This design comes from an exercise in tuning for small area and few clock cycles on the open sky130 flow, not from production work.
Where RTL was checked, it was by simulation tests only, not by an equivalence proof against the original.
Function not checked in run 1: the RTL went through the layout flow alone.
Power figures rest on the tool's default switching activity, not on a simulated workload.

--- flow/run.sh ---
#!/bin/bash
# synth_recipe.tcl (not shown) runs the flow's synth.tcl, then flattens the netlist and writes it again
# the make line also repeats each setting of config.mk as NAME=value (left out here)
make -C /OpenROAD-flow-scripts/flow DESIGN_CONFIG=/design/flow/config.mk WORK_HOME=/design/flow/orfs CLKGATE_MAP_FILE= SYNTH_SCRIPT=/design/flow/synth_recipe.tcl finish
--- flow/config.mk ---
export PLATFORM = sky130hd
export DESIGN_NAME = sorted_priority_queue
export DESIGN_NICKNAME = sorted_priority_queue
export VERILOG_FILES = /design/flow/design.v
export SDC_FILE = /design/flow/constraint.sdc
export NUM_CORES = 4
export LEC_CHECK = 0
export CAP_MARGIN = 20
export CORE_MARGIN = 2
export CORE_UTILIZATION = 40
export SLEW_MARGIN = 20
--- flow/constraint.sdc ---
create_clock -name core_clock -period 5.0 [get_ports {clk}]
set_input_delay 1.0000 -clock core_clock [delete_from_list [all_inputs] [get_ports {clk}]]
set_output_delay 1.0000 -clock core_clock [all_outputs]
set_load 0.01 [all_outputs]
--- flow/design.v ---
package spq_pkg;
  localparam int DEPTH    = 16;
  localparam int KEY_BITS = 16;
  localparam int ID_BITS  = 16;
  localparam int OCC_BITS = 5;
  localparam int RANK_W   = 4;
  localparam int INJ_STEP = 4;
endpackage
module spq_cell (
  input  logic                         do_ins,
  input  logic                         do_rm,
  input  logic                         inject,
  input  logic [spq_pkg::OCC_BITS-1:0] count,
  input  logic [spq_pkg::KEY_BITS-1:0] new_key,
  input  logic [spq_pkg::RANK_W-1:0]   new_rank,
  input  logic [spq_pkg::KEY_BITS-1:0] key,
  input  logic [spq_pkg::RANK_W-1:0]   rank,
  output logic                         free,
  output logic                         below,
  output logic [spq_pkg::RANK_W-1:0]   rank_next
);
  logic occ;
  logic bump;
  function automatic logic key_lt(input logic [spq_pkg::KEY_BITS-1:0] a,
                                  input logic [spq_pkg::KEY_BITS-1:0] b);
    logic c;
    c = 1'b1;
    for (int j = 0; j < spq_pkg::KEY_BITS; j++) begin
      c = (a[j] & ~b[j]) | (a[j] & c) | (~b[j] & c);
    end
    key_lt = ~c;
  endfunction
  assign occ   = {1'b0, rank} < count;
  assign free  = !occ;
  assign below = occ && key_lt(key, new_key);
  assign bump  = occ ? !below : (rank == count[spq_pkg::RANK_W-1:0]);
  always_comb begin
    rank_next = rank;
    if (do_rm) begin
      rank_next = rank - 1'b1;
    end else if (do_ins) begin
      if (inject) begin
        rank_next = new_rank;
      end else if (bump) begin
        rank_next = rank + 1'b1;
      end
    end
  end
endmodule
module sorted_priority_queue (
  input  logic          clk,
  input  logic          rst,
  input  logic          cmd_valid,
  output logic          cmd_ready,
  input  logic [32:0]   cmd,
  output logic          res_valid,
  input  logic          res_ready,
  output logic [22:0]   res
);
  localparam int N = spq_pkg::DEPTH;
  logic [spq_pkg::OCC_BITS-1:0] count;
  logic [1:0]                   kind;
  logic                         res_free;
  logic                         accept;
  logic                         is_ins;
  logic                         is_full;
  logic                         is_empty;
  logic                         can_ins;
  logic                         do_ins;
  logic                         do_rm;
  logic [spq_pkg::RANK_W-1:0]   new_rank;
  logic [N-1:0]                 free;
  logic [N-1:0]                 below;
  logic [N-1:0]                 inject;
  logic [spq_pkg::KEY_BITS-1:0] key       [N];
  logic [spq_pkg::ID_BITS-1:0]  id        [N];
  logic [spq_pkg::RANK_W-1:0]   rank      [N];
  logic [spq_pkg::RANK_W-1:0]   rank_next [N];
  logic [spq_pkg::ID_BITS-1:0]  removed_id;
  always_comb begin
    inject  = '0;
    can_ins = 1'b0;
    for (int i = spq_pkg::INJ_STEP - 1; i < N; i += spq_pkg::INJ_STEP) begin
      inject[i] = free[i] && !can_ins;
      can_ins   = can_ins || free[i];
    end
  end
  assign res_free  = !res_valid || res_ready;
  assign is_ins    = !cmd[32];
  assign is_full   = count[spq_pkg::OCC_BITS-1];
  assign is_empty  = (count == '0);
  assign cmd_ready = res_free && (!is_ins || is_full || can_ins);
  assign accept    = cmd_valid && cmd_ready;
  assign do_ins    = accept && is_ins && !is_full;
  assign do_rm     = accept && !is_ins && !is_empty;
  assign new_rank = spq_pkg::RANK_W'($countones(below));
  for (genvar i = 0; i < N; i++) begin : g_cell
    localparam int NX = (i + 1) % N;
    spq_cell u_cell (
      .do_ins    (do_ins),
      .do_rm     (do_rm),
      .inject    (inject[i]),
      .count     (count),
      .new_key   (cmd[31:16]),
      .new_rank  (new_rank),
      .key       (key[i]),
      .rank      (rank[i]),
      .free      (free[i]),
      .below     (below[i]),
      .rank_next (rank_next[i])
    );
    always_ff @(posedge clk) begin
      if (rst) begin
        rank[NX] <= spq_pkg::RANK_W'(NX);
      end else begin
        rank[NX] <= rank_next[i];
      end
    end
    if ((i + 1) % spq_pkg::INJ_STEP == 0) begin : g_inj
      always_ff @(posedge clk) begin
        if (do_ins && inject[i]) begin
          key[NX] <= cmd[31:16];
          id[NX]  <= cmd[15:0];
        end else begin
          key[NX] <= key[i];
          id[NX]  <= id[i];
        end
      end
    end else begin : g_pass
      always_ff @(posedge clk) begin
        key[NX] <= key[i];
        id[NX]  <= id[i];
      end
    end
  end
  always_comb begin
    removed_id = '0;
    for (int i = 0; i < N; i++) begin
      if (&rank[i]) removed_id = removed_id | id[i];
    end
  end
  assign res = {kind[1] && !kind[0], kind[0] && !kind[1],
                (&kind) ? removed_id : spq_pkg::ID_BITS'(0), count};
  always_ff @(posedge clk) begin
    if (rst) begin
      count     <= '0;
      res_valid <= 1'b0;
    end else begin
      if (do_ins) count <= count + 1'b1;
      if (do_rm)  count <= count - 1'b1;
      if (accept) begin
        res_valid <= 1'b1;
      end else if (res_ready) begin
        res_valid <= 1'b0;
      end
    end
  end
  always_ff @(posedge clk) begin
    if (accept) begin
      kind <= is_ins ? {is_full, 1'b0} : {!is_empty, 1'b1};
    end
  end
endmodule
==> impl_metrics.csv, run 1 <==
group,metric,value,unit
run_status,status,"complete, but fails checks",
run_status,so_faults,"negative setup slack",
placed_design,hpwl,56100,µm
global_routing,grt_pass1_vias,20355,
timing,rsz0062_at_grt,"true",
yosys,yosys_warnings,9,
job,max_cap_viol_count,0,
timing,fin_worst_skew,0.0384,ns
setup_path,ff2ff_path_depth,19,
die,die_h,250,µm
timing,finalWorstSetupSlack,-0.517,ns
setup_path,worstPathArrival,6.01,ns
power_and_ir_drop,p_sw,7.80,mW
setup_path,path_class,"in -> reg",
clock_tree,numCtsBuffers,60,
route,drt_iter0_markers,1633,
route,routed_via_density,5.55,
yosys,synth_area_per_cell,10.2,µm²
setup_path,required,5.49,ns
cells_and_area,antenna_cells,0,
cells_and_area,area_delta_synth_final,29.2,%
die,core_region_area,60200,µm²
global_routing,grt_use_total,0.247,
die,start_util,0.403,
yosys,syn-num-nets,2544,
die,die_area,62700,µm²
timing,hold_violations,0,
cells_and_area,nets,2938,
setup_path,crit_path_start_kind,"input pin",
clock_tree,cts_sinks,584,
placed_design,dp_cells,3452,
worst_hold_path,min-delay-path-class,"reg -> reg",
global_routing,gr-max-usage-layer,"met2",
cells_and_area,regArea,11700,µm²
cells_and_area,multi_input_area,12200,µm²
setup_path,end_kind,"register",
route,remaining_drc_errors,0,
timing,fmax,181,MHz
route,ant_nets,0,
timing,period_share,1.10,
global_routing,grt_max_degree,65,
clock_tree,cts_tree,"built",
power_and_ir_drop,internal_power,14.4,mW
cells_and_area,fill_cells,5235,
clock_tree,htreeDepth,2,
yosys,ys_seq_area_frac,0.482,
power_and_ir_drop,seqPwrFrac,0.379,
yosys,synthTopCellsByArea,"dfxtp_1, ha_1, mux2_2, nor2b_1, nand2_1",
global_routing,use_met1,0.331,
clock_tree,worstSkewPairLatency,0.65,ns
global_routing,grt_use_met2,0.409,
timing,slew_headroom,0.287,
cells_and_area,drive_above_1_share,0.278,
yosys,ys_types,97,
timing,final_max_slew_viol_count,0,
route,avgRoutedWirePerCell,21.7,µm
global_routing,grtUsageMet3,0.0301,
power_and_ir_drop,p_leak,13.1,nW
die,num_rows,90,
route,vias,20103,
setup_path,path_max_fanout,14,
global_routing,grt.overflow.total,0,
cells_and_area,stdcell_count,3620,
clock_tree,ctsHoldBuffers,0,
yosys,syn_inst,2392,
power_and_ir_drop,irDropWorstVdd,0.00103,V
die,ios,62,
placed_design,pre_cts_ws,-1.82,ns
placed_design,portBuffers,61,
timing,final.min_clock_period,5.52,ns
timing,setup_viol,12,
yosys,synth_edf_count,2,
route,firstDrtPassIters,5,
yosys,synthFlopType,"dfxtp_1",
power_and_ir_drop,pwr-share-clk,0.219,
power_and_ir_drop,p_sw_frac,0.351,
timing,tightest_slew,1.07,ns
yosys,postSynth.asyncResetShare,0,
global_routing,antenna_found_initial,0,
yosys,synthDominantCellAreaShare,0.479,
clock_tree,cts_max_path_buffers,3,
power_and_ir_drop,cellPowerDensity,707,nW/µm²
yosys,syn_area,24300,µm²
global_routing,grt_pass1_wl,121000,µm
clock_tree,cts-root-buf,"clkbuf_16",
placed_design,place_congestion,0.913,
worst_hold_path,holdPathStages,0,
yosys,ys_ff_latch,584,
die,chipWidth,250,µm
power_and_ir_drop,combPwrFrac,0.402,
clock_tree,clk_pin_slew_worst_paths,0.07,ns
route,routed_wirelength,78700,µm
yosys,yosysTopAreaCell,"dfxtp_1",
## path summary, 6_finish.rpt
kind / slack (ns) / from / endpoint
max reg2reg: -0.45 / count[1] / rank[0][1]
max: -0.52 / cmd[27] / rank[0][1]
min: 0.33 / id[14][14] / id[15][14]
min reg2reg: 0.33 / id[14][14] / id[15][14]
## critical path, stage by stage
cell,delay [ns]
clkbuf_4,0.17
buf_4,0.13
inv_1,0.08
buf_12,0.16
o21a_1,0.10
o22ai_1,0.15
a221oi_1,0.10
o21a_1,0.17
or3_4,0.39
fa_1,0.56
inv_2,0.05
fa_1,0.53
inv_2,0.05
fa_2,0.56
inv_2,0.04
fa_2,0.54
ha_4,0.13
inv_2,0.04
fa_2,0.55
a21oi_2,0.05
a222oi_1,0.37
a211oi_1,0.09
## cell type report
cell class                 instances  area share
tap                              782      0.0312
inverter                         127      0.0157
clock buffer                      79      0.0545
sequential                       584       0.373
timing repair buffer             460       0.123
clock inverter                    35      0.0152
multi-input combinational       1553       0.388
## cell families (layout without fill, tap and decap cells)
| kind of cell | count (synthesis) | after routing | share of synthesized area |
|---|---|---|---|
| flops | 584 | 584 | 0.482 |
| compound gates | 577 | 577 | 0.178 |
| xor+xnor | 12 | 12 | 0.00432 |
| mux | 102 | 102 | 0.0466 |
| buf+inv | 255 | 701 | 0.0440 |
| fa+ha+maj | 192 | 192 | 0.0954 |
| simple gates | 670 | 670 | 0.150 |
## cell usage after synthesis, types with 36 or more instances
library cell,instances
a22o_1,53
nor3_1,37
a21oi_1,60
nand2b_1,82
dfxtp_1,582
o22ai_1,36
inv_1,118
and3_1,37
nor2b_1,129
nor2_1,77
a221oi_1,59
nand2_1,154
clkbuf_1,79
nand3_1,40
ha_1,104
maj3_1,56
o21ai_0,80
mux2_2,88
a22oi_1,45
## per-layer routing
| layer | up-vias | part of all wire |
|---|---|---|
| met1 | 9838 | 0.44 |
| met5 | - | 0 |
| met4 | 0 | 0.034 |
| li1 | 9502 | - |
| met3 | 158 | 0.055 |
| met2 | 605 | 0.47 |
## power by group through the flow
| stage | Combinational, mW | Clock, mW | Sequential [mW] |
|---|---|---|---|
| after CTS | 8.40 | 4.92 | 8.37 |
| after detailed placement | 7.57 | 0 | 8.40 |
| after floorplan | 4.45 | 0 | 7.95 |
| after global placement | 7.36 | 0 | 8.35 |
| after global routing | 9.55 | 5.10 | 8.66 |
| final | 8.92 | 4.86 | 8.43 |
## state kept, by name, indices dropped and copies added (netlist names)
register	cells
id	256
kind	2
res_valid	1
key	256
rank	64
count	5
## cells in the final DEF (no fill, tap or decap), drive strengths merged, types with 44 or more instances in the layout
cell | netlist | final
buf | 47 | 408
nand2b | 82 | 82
nand2 | 155 | 155
a21oi | 64 | 64
nor2 | 77 | 77
clkdlybuf4s50 | 0 | 44
dfxtp | 582 | 582
o21ai | 92 | 92
a221oi | 60 | 60
mux2 | 89 | 89
nor2b | 129 | 129
a22oi | 45 | 45
clkbuf | 81 | 83
maj3 | 77 | 77
a22o | 53 | 53
inv | 125 | 127
ha | 104 | 104
## through the flow
step	setup TNS [ns]	hold WS, ns	util	area [µm²]	total power [mW]
2_1_floorplan	-6.70	0.323	-	24400	12.4
3_3_place_gp	-24.29	0.332	0.467	28200	15.7
3_5_place_dp	-25.00	0.331	0.467	28200	16.0
4_1_cts	-4.46	0.329	0.516	31100	21.7
5_1_grt	-6.56	0.338	0.521	31400	23.3
6_report	-4.92	0.334	0.521	31400	22.2
## what timing repair did
| action | in CTS | in global routing |
|---|---|---|
| pin swaps | 52 | 44 |
| endpoints found under the setup margin | 16 | 14 |
| gates cloned | 2 | 0 |
| resized for setup | 150 | 56 |
| hold endpoints to repair | 0 | 0 |
| buffers inserted | 37 | 16 |
==> run 2: changes to the inputs <==
--- a/flow/design.v
+++ b/flow/design.v
@@ -25,8 +25,13 @@
                                   input logic [spq_pkg::KEY_BITS-1:0] b);
-    logic c;
-    c = 1'b1;
-    for (int j = 0; j < spq_pkg::KEY_BITS; j++) begin
-      c = (a[j] & ~b[j]) | (a[j] & c) | (~b[j] & c);
+    logic [spq_pkg::KEY_BITS-1:0] l;
+    logic [spq_pkg::KEY_BITS-1:0] g;
+    l = ~a & b;
+    g = a & ~b;
+    for (int w = 1; w < spq_pkg::KEY_BITS; w = w * 2) begin
+      for (int j = 0; j + w < spq_pkg::KEY_BITS; j = j + 2 * w) begin
+        l[j] = l[j + w] | (~g[j + w] & l[j]);
+        g[j] = g[j + w] | (~l[j + w] & g[j]);
+      end
     end
-    key_lt = ~c;
+    key_lt = l[0];
   endfunction
@@ -95,3 +100,6 @@
   assign do_rm     = accept && !is_ins && !is_empty;
-  assign new_rank = spq_pkg::RANK_W'($countones(below));
+  always_comb begin
+    new_rank = '0;
+    for (int i = 0; i < N; i++) new_rank = new_rank + spq_pkg::RANK_W'(below[i]);
+  end
   for (genvar i = 0; i < N; i++) begin : g_cell
==> impl_metrics.csv, run 2 <==
group,metric,value,unit
yosys,ys_types,77,
clock_tree,clk_pin_slew_worst_paths,0.06,ns
setup_path,worstPathArrival,6.34,ns
timing,tightest_slew,1.04,ns
yosys,synth_edf_count,2,
power_and_ir_drop,internal_power,13.6,mW
power_and_ir_drop,p_leak,12.6,nW
clock_tree,worstSkewPairLatency,0.66,ns
setup_path,cpMaxStageDelayCell,"fa_1",
route,firstDrtPassIters,5,
clock_tree,numCtsBuffers,58,
route,ant_nets,0,
yosys,synthTopCellsByCount,"dfxtp_1, nand2_1, o21ai_0",
setup_path,end_kind,"register",
setup_path,path_max_fanout,4,
yosys,syn-num-nets,2627,
power_and_ir_drop,p_sw,7.72,mW
global_routing,grt_pass1_vias,20697,
die,ios,62,
die,chipWidth,250,µm
global_routing,antenna_found_initial,1,
placed_design,portBuffers,61,
power_and_ir_drop,seqPwrFrac,0.380,
yosys,syn_inst,2475,
setup_path,path_class,"in -> reg",
power_and_ir_drop,combPwrFrac,0.411,
timing,setup_tns,-9.75,ns
setup_path,path_cells,"buf_8, buf_6, nand2b_4, maj3_2, maj3_2, maj3_2, o2111a_2, o21a_1, maj3_2, nor2_2, fa_1, inv_2, fa_1, fa_1, inv_2, fa_2, ha_4, inv_2, fa_2, buf_6, xnor2_4, o21ai_1, a32oi_1",
timing,fin_worst_skew,0.0473,ns
yosys,synthDominantCellAreaShare,0.480,
setup_path,critPathBufInv,6,
power_and_ir_drop,irDropWorstVdd,0.00109,V
cells_and_area,nets,2971,
job,max_cap_viol_count,0,
timing,final_max_slew_viol_count,0,
timing,hold_ws,0.321,ns
global_routing,grt_use_total,0.234,
timing,final.min_clock_period,5.76,ns
placed_design,place_congestion,0.947,
worst_hold_path,holdPathStages,0,
clock_tree,cts_max_path_buffers,3,
setup_path,required,5.57,ns
clock_tree,htreeDepth,2,
power_and_ir_drop,p_sw_frac,0.362,
route,drt_iter0_markers,1165,
power_and_ir_drop,cellPowerDensity,696,nW/µm²
timing,fmax,173,MHz
die,core_region_area,60200,µm²
route,vias,20168,
clock_tree,ctsHoldBuffers,0,
clock_tree,cts-root-buf,"clkbuf_16",
route,routed_wirelength,73900,µm
yosys,yosysTopAreaCell,"dfxtp_1",
yosys,ys_ff_latch,584,
run_status,status,"complete, but fails checks",
cells_and_area,drive_above_1_share,0.229,
timing,slew_headroom,0.302,
cells_and_area,multi_input_area,12200,µm²
setup_path,cp_num_cells,23,
setup_path,path_common_cell,"maj3_2",
cells_and_area,fill_cells,5451,
timing,period_share,1.15,
setup_path,crit_family,"adder cells",
route,avgRoutedWirePerCell,20.2,µm
timing,rsz0062_at_grt,"true",
yosys,ys_seq_area_frac,0.482,
setup_path,max_stage_delay,0.56,ns
yosys,synth_area_per_cell,9.82,µm²
placed_design,hpwl,52200,µm
die,die_area,62700,µm²
timing,finalWorstSetupSlack,-0.764,ns
cells_and_area,final_common_cell,"dfxtp_1",
cells_and_area,regArea,11700,µm²
yosys,yosys_warnings,9,
setup_path,crit_path_start_kind,"input pin",
global_routing,grt_pass1_wl,115000,µm
global_routing,grt.overflow.total,0,
power_and_ir_drop,finalPower,21.3,mW
power_and_ir_drop,pwr-share-clk,0.210,
cells_and_area,layout.cells.most_common_list,"dfxtp_1, buf_4, nand2_1",
die,num_rows,90,
yosys,synth.most_common_cell,"dfxtp_1",
worst_hold_path,min-delay-path-class,"reg -> reg",
die,die_h,250,µm
clock_tree,cts_tree,"built",
route,remaining_drc_errors,0,
cells_and_area,area_delta_synth_final,26.0,%
yosys,synthTopCellsByArea,"dfxtp_1, ha_1, maj3_1, mux2_2, nand2_1",
yosys,postSynth.asyncResetShare,0,
setup_path,ff2ff_path_depth,21,
die,start_util,0.403,
global_routing,grt_max_degree,58,
timing,setup_viol,16,
route,routed_via_density,5.52,
placed_design,pre_cts_ws,-2.27,ns
yosys,synthFlopType,"dfxtp_1",
cells_and_area,largestRegisters,"id (256), key (256), rank (64)",
run_status,so_faults,"negative setup slack",
yosys,syn_area,24300,µm²
timing,hold_violations,0,
clock_tree,cts_sinks,584,
run 2: power by group through the flow:
stage / logic [mW] / registers (mW) / clock network (mW)
after floorplan: 4.76 / 7.71 / 0
after global placement: 7.40 / 8.06 / 0
after detailed placement: 7.56 / 8.12 / 0
after CTS: 8.42 / 8.07 / 4.54
after global routing: 9.52 / 8.34 / 4.73
final: 8.75 / 8.09 / 4.47
run 2: path summary, 6_finish.rpt:
check	start	to	slack, ns
min	id[14][0]	id[15][0]	0.32
max reg2reg	key[15][0]	rank[12][2]	-0.59
min reg2reg	id[14][0]	id[15][0]	0.32
max	cmd[16]	rank[12][2]	-0.76
run 2: cells by family after synthesis:
logic type      Yosys count  synth area share
simple gates            687             0.146
compound gates          613             0.173
flops                   584             0.482
buf+inv                 246            0.0388
fa+ha+maj               238             0.114
mux                      77            0.0358
xor+xnor                 30            0.0108
run 2: metrics by stage:
step / std cells / instance area (µm²) / util
finish: 3652 / 30600 / 0.508
floorplan: 2475 / 24400 / -
global placement: 3510 / 28000 / 0.464
global route: 3652 / 30600 / 0.508
detailed placement: 3510 / 28000 / 0.464
CTS: 3657 / 30500 / 0.506
run 2: timing repair:
| action | in CTS | in global routing |
|---|---|---|
| endpoints found under the setup margin | 16 | 20 |
| hold endpoints to repair | 0 | 0 |
| gates resized for setup | 132 | 35 |
| setup buffers | 37 | 3 |
| pin swaps | 64 | 48 |
run 2: layer usage:
layer | routed length [µm] | global-route usage
met1 | 31900 | 0.297
met2 | 34900 | 0.394
met3 | 4370 | 0.0384
met4 | 2690 | 0.0941
met5 | 0 | 0
run 2: layout make-up:
class / instances / share of cell area
clock inverter: 26 / 0.00965
multi-input combinational: 1645 / 0.397
timing repair buffer: 414 / 0.109
clock buffer: 84 / 0.0548
tap: 782 / 0.0320
antenna: 1 / 0.0000817
inverter: 116 / 0.0146
sequential: 584 / 0.383
Testbench counts of run 2, summed over its fixed seeds: cycles 26,690.

-- port drivers added, routing unchanged --
In the flow no input, the clock included, has a driving cell. The finished layouts below were timed again as built, in two steps.
Step 1 sets driving cells, clkbuf_16 on the clock port and buf_2 on the other inputs (assumed; they add their load-dependent delay and slew).
Step 2, shift: input delay + t, output delay - t, t = (earliest + latest rising clock arrival at the registers) / 2. This alone moves slack from input paths to output paths.
Three values: ideal ports, drivers, drivers and shift; two values: the first two.
| run | t (ns) | slack for setup (ns) | worst hold slack (ns) | clock arrival spread, ns |
|---|---|---|---|---|
| run 1 | 0.693 | -0.517 / -0.480 / -1.172 | 0.334 / 0.334 / 0.334 | 0.038 / 0.039 |
| run 2 | 0.693 | -0.764 / -0.766 / -1.459 | 0.321 / 0.321 / 0.321 | 0.048 / 0.048 |
The setup slack of run 2, which loses most, moves by -0.002 ns with the drivers and by -0.695 ns with both steps.
